Context: an optimization exercise on an open-source flow, tuned for small area. The choices shown serve that exercise and are no tape-out recipe.
Function was checked by simulation only, so behaviour that the tests miss may differ from the original.
Power and IR drop assume default switching activity.

==> flow/design.v <==
`timescale 1ns/1ps
module event_capture #(
  parameter int stream_bytes = 8
) (
  input  logic                    ap_clk,
  input  logic                    ap_rst_n,
  input  logic                    ap_start,
  input  logic                    rx_tvalid,
  input  logic                    rx_tready,
  input  logic [stream_bytes-1:0] rx_tkeep,
  input  logic                    rx_tlast,
  input  logic                    tx_tvalid,
  input  logic                    tx_tready,
  input  logic [stream_bytes-1:0] tx_tkeep,
  input  logic                    tx_tlast,
  input  logic                    tx_status_tvalid,
  input  logic                    tx_status_tready,
  input  logic [63:0]             tx_status_tdata,
  input  logic                    open_status_tvalid,
  input  logic                    open_status_tready,
  input  logic [23:0]             open_status_tdata,
  input  logic                    close_tvalid,
  input  logic                    close_tready,
  output logic                    ev_start_edge,   
  output logic                    ev_rx_fire,      
  output logic                    ev_rx_last,
  output logic [stream_bytes-1:0] ev_rx_keep,
  output logic                    ev_tx_fire,      
  output logic                    ev_tx_last,
  output logic [stream_bytes-1:0] ev_tx_keep,
  output logic                    ev_sts_fire,     
  output logic [63:0]             ev_sts_word,
  output logic                    ev_open_fire,    
  output logic [23:0]             ev_open_word,
  output logic                    ev_close_fire    
);
  logic start_q;   
  always_ff @(posedge ap_clk) begin
    if (!ap_rst_n) begin
      start_q       <= 1'b0;
      ev_start_edge <= 1'b0;
      ev_rx_fire    <= 1'b0;
      ev_tx_fire    <= 1'b0;
      ev_sts_fire   <= 1'b0;
      ev_open_fire  <= 1'b0;
      ev_close_fire <= 1'b0;
    end else begin
      start_q       <= ap_start;
      ev_start_edge <= ap_start & ~start_q;   
      ev_rx_fire    <= rx_tvalid & rx_tready;
      ev_tx_fire    <= tx_tvalid & tx_tready;
      ev_sts_fire   <= tx_status_tvalid & tx_status_tready;
      ev_open_fire  <= open_status_tvalid & open_status_tready;
      ev_close_fire <= close_tvalid & close_tready;
    end
  end
  always_ff @(posedge ap_clk) begin
    ev_rx_keep   <= rx_tkeep;
    ev_rx_last   <= rx_tlast;
    ev_tx_keep   <= tx_tkeep;
    ev_tx_last   <= tx_tlast;
    ev_sts_word  <= tx_status_tdata;
    ev_open_word <= open_status_tdata;
  end
endmodule
`timescale 1ns/1ps
module keep_decode #(
  parameter int stream_bytes = 8,
  parameter int cnt_w = $clog2(stream_bytes + 1)   
) (
  input  logic                    ap_clk,
  input  logic                    ap_rst_n,
  input  logic                    ev_start_edge,
  input  logic                    ev_rx_fire,
  input  logic                    ev_rx_last,
  input  logic [stream_bytes-1:0] ev_rx_keep,
  input  logic                    ev_tx_fire,
  input  logic                    ev_tx_last,
  input  logic [stream_bytes-1:0] ev_tx_keep,
  input  logic                    ev_sts_fire,
  input  logic [63:0]             ev_sts_word,
  input  logic                    ev_open_fire,
  input  logic [23:0]             ev_open_word,
  output logic                    dl_clear,        
  output logic [cnt_w-1:0]        dl_rx_bytes_inc,
  output logic                    dl_rx_pkt_inc,
  output logic [cnt_w-1:0]        dl_tx_bytes_inc,
  output logic                    dl_tx_pkt_inc,
  output logic                    dl_sts_inc,
  output logic                    dl_sts_good_inc,
  output logic                    dl_open_inc,
  output logic                    dl_open_good_inc
);
  logic [cnt_w-1:0] rx_keep_bytes, tx_keep_bytes;
  always_comb begin
    rx_keep_bytes = '0;
    tx_keep_bytes = '0;
    for (int i = 0; i < stream_bytes; i++) begin
      rx_keep_bytes = rx_keep_bytes + {{(cnt_w-1){1'b0}}, ev_rx_keep[i]};
      tx_keep_bytes = tx_keep_bytes + {{(cnt_w-1){1'b0}}, ev_tx_keep[i]};
    end
  end
  logic sts_ok;    
  logic open_ok;   
  assign sts_ok  = ev_sts_word[63:62] == 2'b00;
  assign open_ok = ev_open_word[16];
  always_ff @(posedge ap_clk) begin
    if (!ap_rst_n) begin
      dl_clear         <= 1'b0;
      dl_rx_bytes_inc  <= '0;
      dl_rx_pkt_inc    <= 1'b0;
      dl_tx_bytes_inc  <= '0;
      dl_tx_pkt_inc    <= 1'b0;
      dl_sts_inc       <= 1'b0;
      dl_sts_good_inc  <= 1'b0;
      dl_open_inc      <= 1'b0;
      dl_open_good_inc <= 1'b0;
    end else begin
      dl_clear         <= ev_start_edge;   
      dl_rx_bytes_inc  <= ev_rx_fire ? rx_keep_bytes : '0;
      dl_rx_pkt_inc    <= ev_rx_fire & ev_rx_last;
      dl_tx_bytes_inc  <= ev_tx_fire ? tx_keep_bytes : '0;
      dl_tx_pkt_inc    <= ev_tx_fire & ev_tx_last;
      dl_sts_inc       <= ev_sts_fire;
      dl_sts_good_inc  <= ev_sts_fire & sts_ok;
      dl_open_inc      <= ev_open_fire;
      dl_open_good_inc <= ev_open_fire & open_ok;
    end
  end
endmodule
`timescale 1ns/1ps
module stat_accumulate #(
  parameter int cnt_w = 4
) (
  input  logic             ap_clk,
  input  logic             ap_rst_n,
  input  logic [63:0]      cnt_preset,   
  input  logic             dl_clear,
  input  logic [cnt_w-1:0] dl_rx_bytes_inc,
  input  logic             dl_rx_pkt_inc,
  input  logic [cnt_w-1:0] dl_tx_bytes_inc,
  input  logic             dl_tx_pkt_inc,
  input  logic             dl_sts_inc,
  input  logic             dl_sts_good_inc,
  input  logic             dl_open_inc,
  input  logic             dl_open_good_inc,
  output logic [41:0]      rx_bytes,
  output logic [41:0]      tx_bytes,
  output logic [31:0]      rx_pkts,
  output logic [31:0]      tx_pkts,
  output logic [31:0]      sts_total,
  output logic [31:0]      sts_good,
  output logic [31:0]      open_total,
  output logic [31:0]      open_good
);
  logic [41:0] rx_bytes_base, tx_bytes_base;
  logic [31:0] rx_pkts_base, tx_pkts_base;
  logic [31:0] sts_total_base, sts_good_base;
  logic [31:0] open_total_base, open_good_base;
  assign rx_bytes_base   = dl_clear ? cnt_preset[41:0] : rx_bytes;
  assign tx_bytes_base   = dl_clear ? cnt_preset[41:0] : tx_bytes;
  assign rx_pkts_base    = dl_clear ? cnt_preset[31:0] : rx_pkts;
  assign tx_pkts_base    = dl_clear ? cnt_preset[31:0] : tx_pkts;
  assign sts_total_base  = dl_clear ? cnt_preset[31:0] : sts_total;
  assign sts_good_base   = dl_clear ? cnt_preset[31:0] : sts_good;
  assign open_total_base = dl_clear ? cnt_preset[31:0] : open_total;
  assign open_good_base  = dl_clear ? cnt_preset[31:0] : open_good;
  always_ff @(posedge ap_clk) begin
    if (!ap_rst_n) begin
      rx_bytes   <= '0;
      tx_bytes   <= '0;
      rx_pkts    <= '0;
      tx_pkts    <= '0;
      sts_total  <= '0;
      sts_good   <= '0;
      open_total <= '0;
      open_good  <= '0;
    end else begin
      rx_bytes   <= rx_bytes_base + {{(42-cnt_w){1'b0}}, dl_rx_bytes_inc};
      tx_bytes   <= tx_bytes_base + {{(42-cnt_w){1'b0}}, dl_tx_bytes_inc};
      rx_pkts    <= rx_pkts_base + {31'd0, dl_rx_pkt_inc};
      tx_pkts    <= tx_pkts_base + {31'd0, dl_tx_pkt_inc};
      sts_total  <= sts_total_base + {31'd0, dl_sts_inc};
      sts_good   <= sts_good_base + {31'd0, dl_sts_good_inc};
      open_total <= open_total_base + {31'd0, dl_open_inc};
      open_good  <= open_good_base + {31'd0, dl_open_good_inc};
    end
  end
endmodule
`timescale 1ns/1ps
module run_control (
  input  logic        ap_clk,
  input  logic        ap_rst_n,
  input  logic [63:0] cnt_preset,      
  input  logic        ev_start_edge,
  input  logic        ev_close_fire,
  output logic        ap_done,
  output logic        ap_idle,
  output logic [63:0] exec_cycles
);
  logic start_q;   
  logic close_q;   
  logic running;
  always_ff @(posedge ap_clk) begin
    if (!ap_rst_n) begin
      start_q <= 1'b0;
      close_q <= 1'b0;
    end else begin
      start_q <= ev_start_edge;
      close_q <= ev_close_fire;
    end
  end
  always_ff @(posedge ap_clk) begin
    if (!ap_rst_n) begin
      running <= 1'b0;
      ap_done <= 1'b0;
      ap_idle <= 1'b1;
    end else begin
      ap_done <= close_q;   
      if (close_q) begin
        running <= 1'b0;    
        ap_idle <= 1'b1;
      end else if (start_q) begin
        running <= 1'b1;
        ap_idle <= 1'b0;
      end
    end
  end
  always_ff @(posedge ap_clk) begin
    if (!ap_rst_n) begin
      exec_cycles <= '0;
    end else if (start_q) begin
      exec_cycles <= cnt_preset;
    end else if (running) begin
      exec_cycles <= exec_cycles + 64'd1;
    end
  end
endmodule
`timescale 1ns/1ps
module tcp_stats_monitor (
  input  logic        ap_clk,
  input  logic        ap_rst_n,
  input  logic        ap_start,
  input  logic [63:0] cnt_preset,
  input  logic        rx_tvalid,
  input  logic        rx_tready,
  input  logic [7:0]  rx_tkeep,
  input  logic        rx_tlast,
  input  logic        tx_tvalid,
  input  logic        tx_tready,
  input  logic [7:0]  tx_tkeep,
  input  logic        tx_tlast,
  input  logic        tx_status_tvalid,
  input  logic        tx_status_tready,
  input  logic [63:0] tx_status_tdata,
  input  logic        open_status_tvalid,
  input  logic        open_status_tready,
  input  logic [23:0] open_status_tdata,
  input  logic        close_tvalid,
  input  logic        close_tready,
  output logic        ap_done,
  output logic        ap_idle,
  output logic [41:0] rx_bytes,
  output logic [41:0] tx_bytes,
  output logic [31:0] rx_pkts,
  output logic [31:0] tx_pkts,
  output logic [31:0] sts_total,
  output logic [31:0] sts_good,
  output logic [31:0] open_total,
  output logic [31:0] open_good,
  output logic [63:0] exec_cycles
);
  localparam int stream_bytes = 8;
  localparam int cnt_w = $clog2(stream_bytes + 1);
  logic                    ev_start_edge, ev_rx_fire, ev_rx_last, ev_tx_fire, ev_tx_last;
  logic [stream_bytes-1:0] ev_rx_keep, ev_tx_keep;
  logic                    ev_sts_fire, ev_open_fire, ev_close_fire;
  logic [63:0]             ev_sts_word;
  logic [23:0]             ev_open_word;
  logic                    dl_clear, dl_rx_pkt_inc, dl_tx_pkt_inc;
  logic [cnt_w-1:0]        dl_rx_bytes_inc, dl_tx_bytes_inc;
  logic                    dl_sts_inc, dl_sts_good_inc, dl_open_inc, dl_open_good_inc;
  event_capture #(.stream_bytes(stream_bytes)) i_event_capture (
    .ap_clk, .ap_rst_n, .ap_start,
    .rx_tvalid, .rx_tready, .rx_tkeep, .rx_tlast,
    .tx_tvalid, .tx_tready, .tx_tkeep, .tx_tlast,
    .tx_status_tvalid, .tx_status_tready, .tx_status_tdata,
    .open_status_tvalid, .open_status_tready, .open_status_tdata,
    .close_tvalid, .close_tready,
    .ev_start_edge, .ev_rx_fire, .ev_rx_last, .ev_rx_keep,
    .ev_tx_fire, .ev_tx_last, .ev_tx_keep,
    .ev_sts_fire, .ev_sts_word, .ev_open_fire, .ev_open_word, .ev_close_fire
  );
  keep_decode #(.stream_bytes(stream_bytes), .cnt_w(cnt_w)) i_keep_decode (
    .ap_clk, .ap_rst_n,
    .ev_start_edge, .ev_rx_fire, .ev_rx_last, .ev_rx_keep,
    .ev_tx_fire, .ev_tx_last, .ev_tx_keep,
    .ev_sts_fire, .ev_sts_word, .ev_open_fire, .ev_open_word,
    .dl_clear, .dl_rx_bytes_inc, .dl_rx_pkt_inc, .dl_tx_bytes_inc, .dl_tx_pkt_inc,
    .dl_sts_inc, .dl_sts_good_inc, .dl_open_inc, .dl_open_good_inc
  );
  stat_accumulate #(.cnt_w(cnt_w)) i_stat_accumulate (
    .ap_clk, .ap_rst_n, .cnt_preset,
    .dl_clear, .dl_rx_bytes_inc, .dl_rx_pkt_inc, .dl_tx_bytes_inc, .dl_tx_pkt_inc,
    .dl_sts_inc, .dl_sts_good_inc, .dl_open_inc, .dl_open_good_inc,
    .rx_bytes, .tx_bytes, .rx_pkts, .tx_pkts,
    .sts_total, .sts_good, .open_total, .open_good
  );
  run_control i_run_control (
    .ap_clk, .ap_rst_n, .cnt_preset,
    .ev_start_edge, .ev_close_fire,
    .ap_done, .ap_idle, .exec_cycles
  );
endmodule
==> flow/run.sh <==
#!/bin/bash
# synth_recipe.tcl (not shown) runs the flow's synth.tcl, then flattens the netlist and writes it again
# the make line also repeats each setting of config.mk as NAME=value (left out here)
make -C /OpenROAD-flow-scripts/flow DESIGN_CONFIG=/design/flow/config.mk WORK_HOME=/design/flow/orfs CLKGATE_MAP_FILE= SYNTH_SCRIPT=/design/flow/synth_recipe.tcl finish
==> flow/config.mk <==
export PLATFORM = sky130hd
export DESIGN_NAME = tcp_stats_monitor
export DESIGN_NICKNAME = tcp_stats_monitor
export VERILOG_FILES = /design/flow/design.v
export SDC_FILE = /design/flow/constraint.sdc
export NUM_CORES = 4
export LEC_CHECK = 0
export CAP_MARGIN = 20
export CORE_MARGIN = 2
export CORE_UTILIZATION = 40
export SLEW_MARGIN = 20
==> flow/constraint.sdc <==
create_clock -name core_clock -period 4.0 [get_ports {ap_clk}]
set_input_delay 0.8000 -clock core_clock [delete_from_list [all_inputs] [get_ports {ap_clk}]]
set_output_delay 0.8000 -clock core_clock [all_outputs]
set_load 0.01 [all_outputs]
==> results.py <==
metrics = {
    "route": {
        "viasPerCell": 5.998,
        "drt_wl_total_mm": 96.32,
        "drtIter0Drc": 2281,
        "dr_total_vias": 23853,
        "routedWlPerCell_um": 24.22,
        "drtPass1Iterations": 8,
        "drc_errors": 0,
        "ant_nets": 0,
    },
    "clocking": {
        "clock_latency_ps": 610,
        "clk_pin_slew_ps": 60,
        "cts_max_path_buffers": 3,
        "root_buffer": "clkbuf_16",
        "cts.sinks": 387,
        "htree_levels": 2,
        "cts_made_buffers": 46,
        "post_cts_buffers": 0,
        "ctsHoldBuffers": 0,
        "cts_resized": 0,
        "cts_tree": "built",
    },
    "sta": {
        "fin_setup_tns_ps": 0,
        "rsz0062_at_grt": "no",
        "tightest_slew_ps": 1057,
        "fmax_ghz": 0.2900,
        "slew_viol_final": 0,
        "whs_ps": 388.1,
        "setup_viol": 0,
        "slew_headroom_pct": 28.85,
        "hold_viol": 0,
        "fin_skew_ps": 23.31,
        "period_share_pct": 86.22,
        "min_period_ps": 3449,
    },
    "finish": {
        "drive_gt1_share_pct": 9.387,
        "final_util_pct": 54.01,
        "syn_to_final_growth_pct": 33.20,
        "nFillCells": 5184,
        "layout.nets": 3412,
    },
    "worst_setup_path": {
        "endpoint_kind": "register",
        "max_stage_delay_ps": 640,
        "cp-startpoint": "cnt_preset[1]",
        "r2r-start": "i_run_control.start_q",
        "crit_arrival_ps": 3970,
        "start_kind": "input pin",
        "required_ps": 4520,
        "crit_chain": "clkdlybuf4s50_1 -> nand2_1 -> a21boi_0 -> fa_1 -> nand2b_1 -> a221oi_2 -> buf_4 -> nand4_1 -> buf_4 -> a2111oi_1 -> mux2i_1",
        "rrSetupSlack_ps": 630,
        "cp-endpoint": "i_stat_accumulate.rx_bytes[30]",
        "critPathKind": "input pin to register",
        "critPathSlowestCell": "clkdlybuf4s50_1",
        "rr_worst_depth": 12,
        "crit_path_frequent_cell": "buf_4",
        "cp_num_buf_inv": 3,
        "r2r_end": "i_stat_accumulate.rx_bytes[30]",
        "cp_max_fo": 14,
        "worst-path-stages": 11,
        "crit_family": "buffers and inverters",
    },
    "global_route": {
        "grt_pass1_wl_mm": 140.8,
        "grt_pass1_vias": 22242,
        "track_usage_pct": 32.13,
        "antenna_found_initial": 2,
        "grt_max_degree": 96,
        "grt_overflow": 0,
    },
    "power_and_ir_drop": {
        "p_leak_nw": 10.53,
        "p_per_area_mw_per_mm2": 321.5,
        "ir_drop_mv": 0.2906,
        "power_mw": 9.583,
    },
    "place": {
        "gp_congestion": 0.9456,
        "dp_hpwl_mm": 72.90,
        "numPortBuffers": 439,
    },
    "run_status": {
        "status": "complete, no violations",
    },
    "synth": {
        "ys_warn_count": 4,
        "ys_seq_elements": 387,
        "synthFlopType": "dfxtp_1",
        "syn_inst": 2721,
        "synth_nets": 2941,
        "synth.avg_cell_area_sq_um": 8.225,
        "syn-cell-area_sq_mm": 0.02238,
        "async_flop_share_pct": 0,
        "synth_edf_count": 0,
        "yosysUniqueCellTypes": 88,
        "synth-seq-area-share_pct": 34.62,
    },
    "floorplan": {
        "rows": 86,
        "io_pins": 525,
        "initial_utilization_pct": 40.55,
        "coreArea_sq_mm": 0.05520,
        "die_w_um": 240.5,
        "die_area_sq_mm": 0.05786,
        "die_h_um": 240.5,
    },
    "hold_path": {
        "min_path_type": "register to register",
    },
    "job": {
        "drv_cap": 0,
    },
}
layout make-up:
cell class | count | area (sq um) | share of cell area (%)
Timing Repair Buffer | 607 | 5766 | 19.34
Multi-Input combinational cell | 2064 | 13510 | 45.32
Clock inverter | 12 | 132.6 | 0.4449
Inverter | 86 | 332.8 | 1.116
Sequential cell | 387 | 7751 | 26.00
Clock buffer | 72 | 1379 | 4.625
Tap cell | 748 | 935.9 | 3.139
Antenna cell | 1 | 2.502 | 0.008394
sequential cells by signal, indices dropped and copies added, names as in the netlist, 2 cells and up:
signal and flops:
i_keep_decode.dl_rx_bytes_inc 4, i_stat_accumulate.sts_good 32, i_keep_decode.dl_tx_bytes_inc 4, i_stat_accumulate.tx_pkts 32, i_event_capture.ev_sts_word 2, i_stat_accumulate.open_total 32, i_event_capture.ev_rx_keep 8, i_stat_accumulate.tx_bytes 42
i_stat_accumulate.rx_bytes 42, i_event_capture.ev_tx_keep 8, i_run_control.exec_cycles 64, i_stat_accumulate.open_good 32, i_stat_accumulate.sts_total 32, i_stat_accumulate.rx_pkts 32
worst min-delay path by stage:
stage / from / endpoint / slack (ps) / cells past startpoint
6_report: i_event_capture.ev_sts_word[62] / i_keep_decode.dl_sts_good_inc / 390 / 1
5_1_grt: i_event_capture.ev_sts_word[62] / i_keep_decode.dl_sts_good_inc / 390 / 1
4_1_cts: i_event_capture.ev_sts_word[62] / i_keep_decode.dl_sts_good_inc / 390 / 1
3_5_place_dp: i_event_capture.ev_sts_word[62] / i_keep_decode.dl_sts_good_inc / 380 / 1
3_3_place_gp: i_event_capture.start_q / i_event_capture.ev_start_edge / 370 / 1
2_1_floorplan: i_event_capture.start_q / i_event_capture.ev_start_edge / 370 / 1
layer usage:
layer	wire length, um	vias to the layer above	global-route usage (%)	part of all wire [%]
li1	-	10985	-	-
met1	40480	11594	42.48	42
met2	44350	1100	51.82	46
met3	7506	174	5.490	7.8
met4	3985	0	13.34	4.1
met5	0	-	0	0
kinds of logic after synthesis:
kind of cell    Yosys count  share of synthesized area, %
simple gates           1154                         28.94
compound gates          645                         19.53
flops                   387                         34.62
buf+inv                 270                         5.048
xor+xnor                149                         5.831
mux                      79                         3.628
fa+ha+maj                37                         2.404
through the flow:
| stage | instances | setup slack (ps) | area (sq um) |
|---|---|---|---|
| 2_1_floorplan | 2721 | 18.86 | 22400 |
| 3_3_place_gp | 3892 | 44.73 | 28300 |
| 3_5_place_dp | 3892 | 31.05 | 28300 |
| 4_1_cts | 3976 | 628.4 | 29810 |
| 5_1_grt | 3977 | 417.5 | 29810 |
| 6_report | 3977 | 551.3 | 29810 |
power by group:
group	internal [mW]	total, mW	switching, mW
Sequential	3.99	4.14	0.150
Combinational	0.563	1.19	0.629
Clock	2.44	4.25	1.81
synthesized netlist by cell type (all sizes together), types with 59 or more instances:
| cell type | count | share of area [%] |
|---|---|---|
| o21ai | 111 | 2.5 |
| xor2 | 60 | 2.3 |
| nand3 | 138 | 3.3 |
| inv | 86 | 1.4 |
| mux2i | 62 | 2.8 |
| nand4 | 88 | 2.5 |
| nand2 | 185 | 3.1 |
| a21oi | 184 | 4.1 |
| xnor2 | 89 | 3.5 |
| nor4 | 59 | 1.7 |
| nor3 | 107 | 2.4 |
| clkbuf | 129 | 2.2 |
| dfxtp | 387 | 35 |
| nor2 | 162 | 2.7 |
| and2 | 61 | 1.7 |
| nand3b | 101 | 3.4 |
placed cells by master (no fill, tap or decap), drive strengths merged, types with 46 or more instances in the layout:
master / netlist / routed
clkbuf: 129 / 72
and3: 46 / 46
xor2: 60 / 60
nor4: 59 / 59
nand2: 185 / 185
mux2i: 62 / 62
o21ai: 111 / 111
xnor2: 89 / 89
nand3b: 101 / 101
nor3: 107 / 107
dfxtp: 387 / 387
a21oi: 184 / 184
and2: 61 / 61
nor2: 162 / 162
inv: 86 / 86
nand3: 138 / 138
clkdlybuf4s50: 0 / 438
nand4: 88 / 88
buf: 55 / 169

[port drivers added, routing unchanged]
In the flow no input, the clock included, has a driving cell. The finished layout below was timed again as built, in two steps. Step 1 (the two cells are an assumption about what drives the block):
set clk [get_ports {ap_clk}]
set_driving_cell -lib_cell sky130_fd_sc_hd__clkbuf_16 $clk
set_driving_cell -lib_cell sky130_fd_sc_hd__buf_2 [delete_from_list [all_inputs] $clk]
Step 2 also shifts input and output timing later by t, the mid clock arrival at the registers, as if the neighbouring blocks saw the same clock. Three values: ideal ports, drivers, drivers and shift; two values: the first two.
t (ns): 0.663
setup WS [ns]: 0.551 / 0.593 / -0.070
hold WS [ns]: 0.388 / 0.388 / 0.388
worst setup path at the end: input to register
Met with ideal ports but missed after step 2: setup timing in this run. The setup slack of this run moves by +0.042 ns with the drivers and by -0.621 ns with both steps.
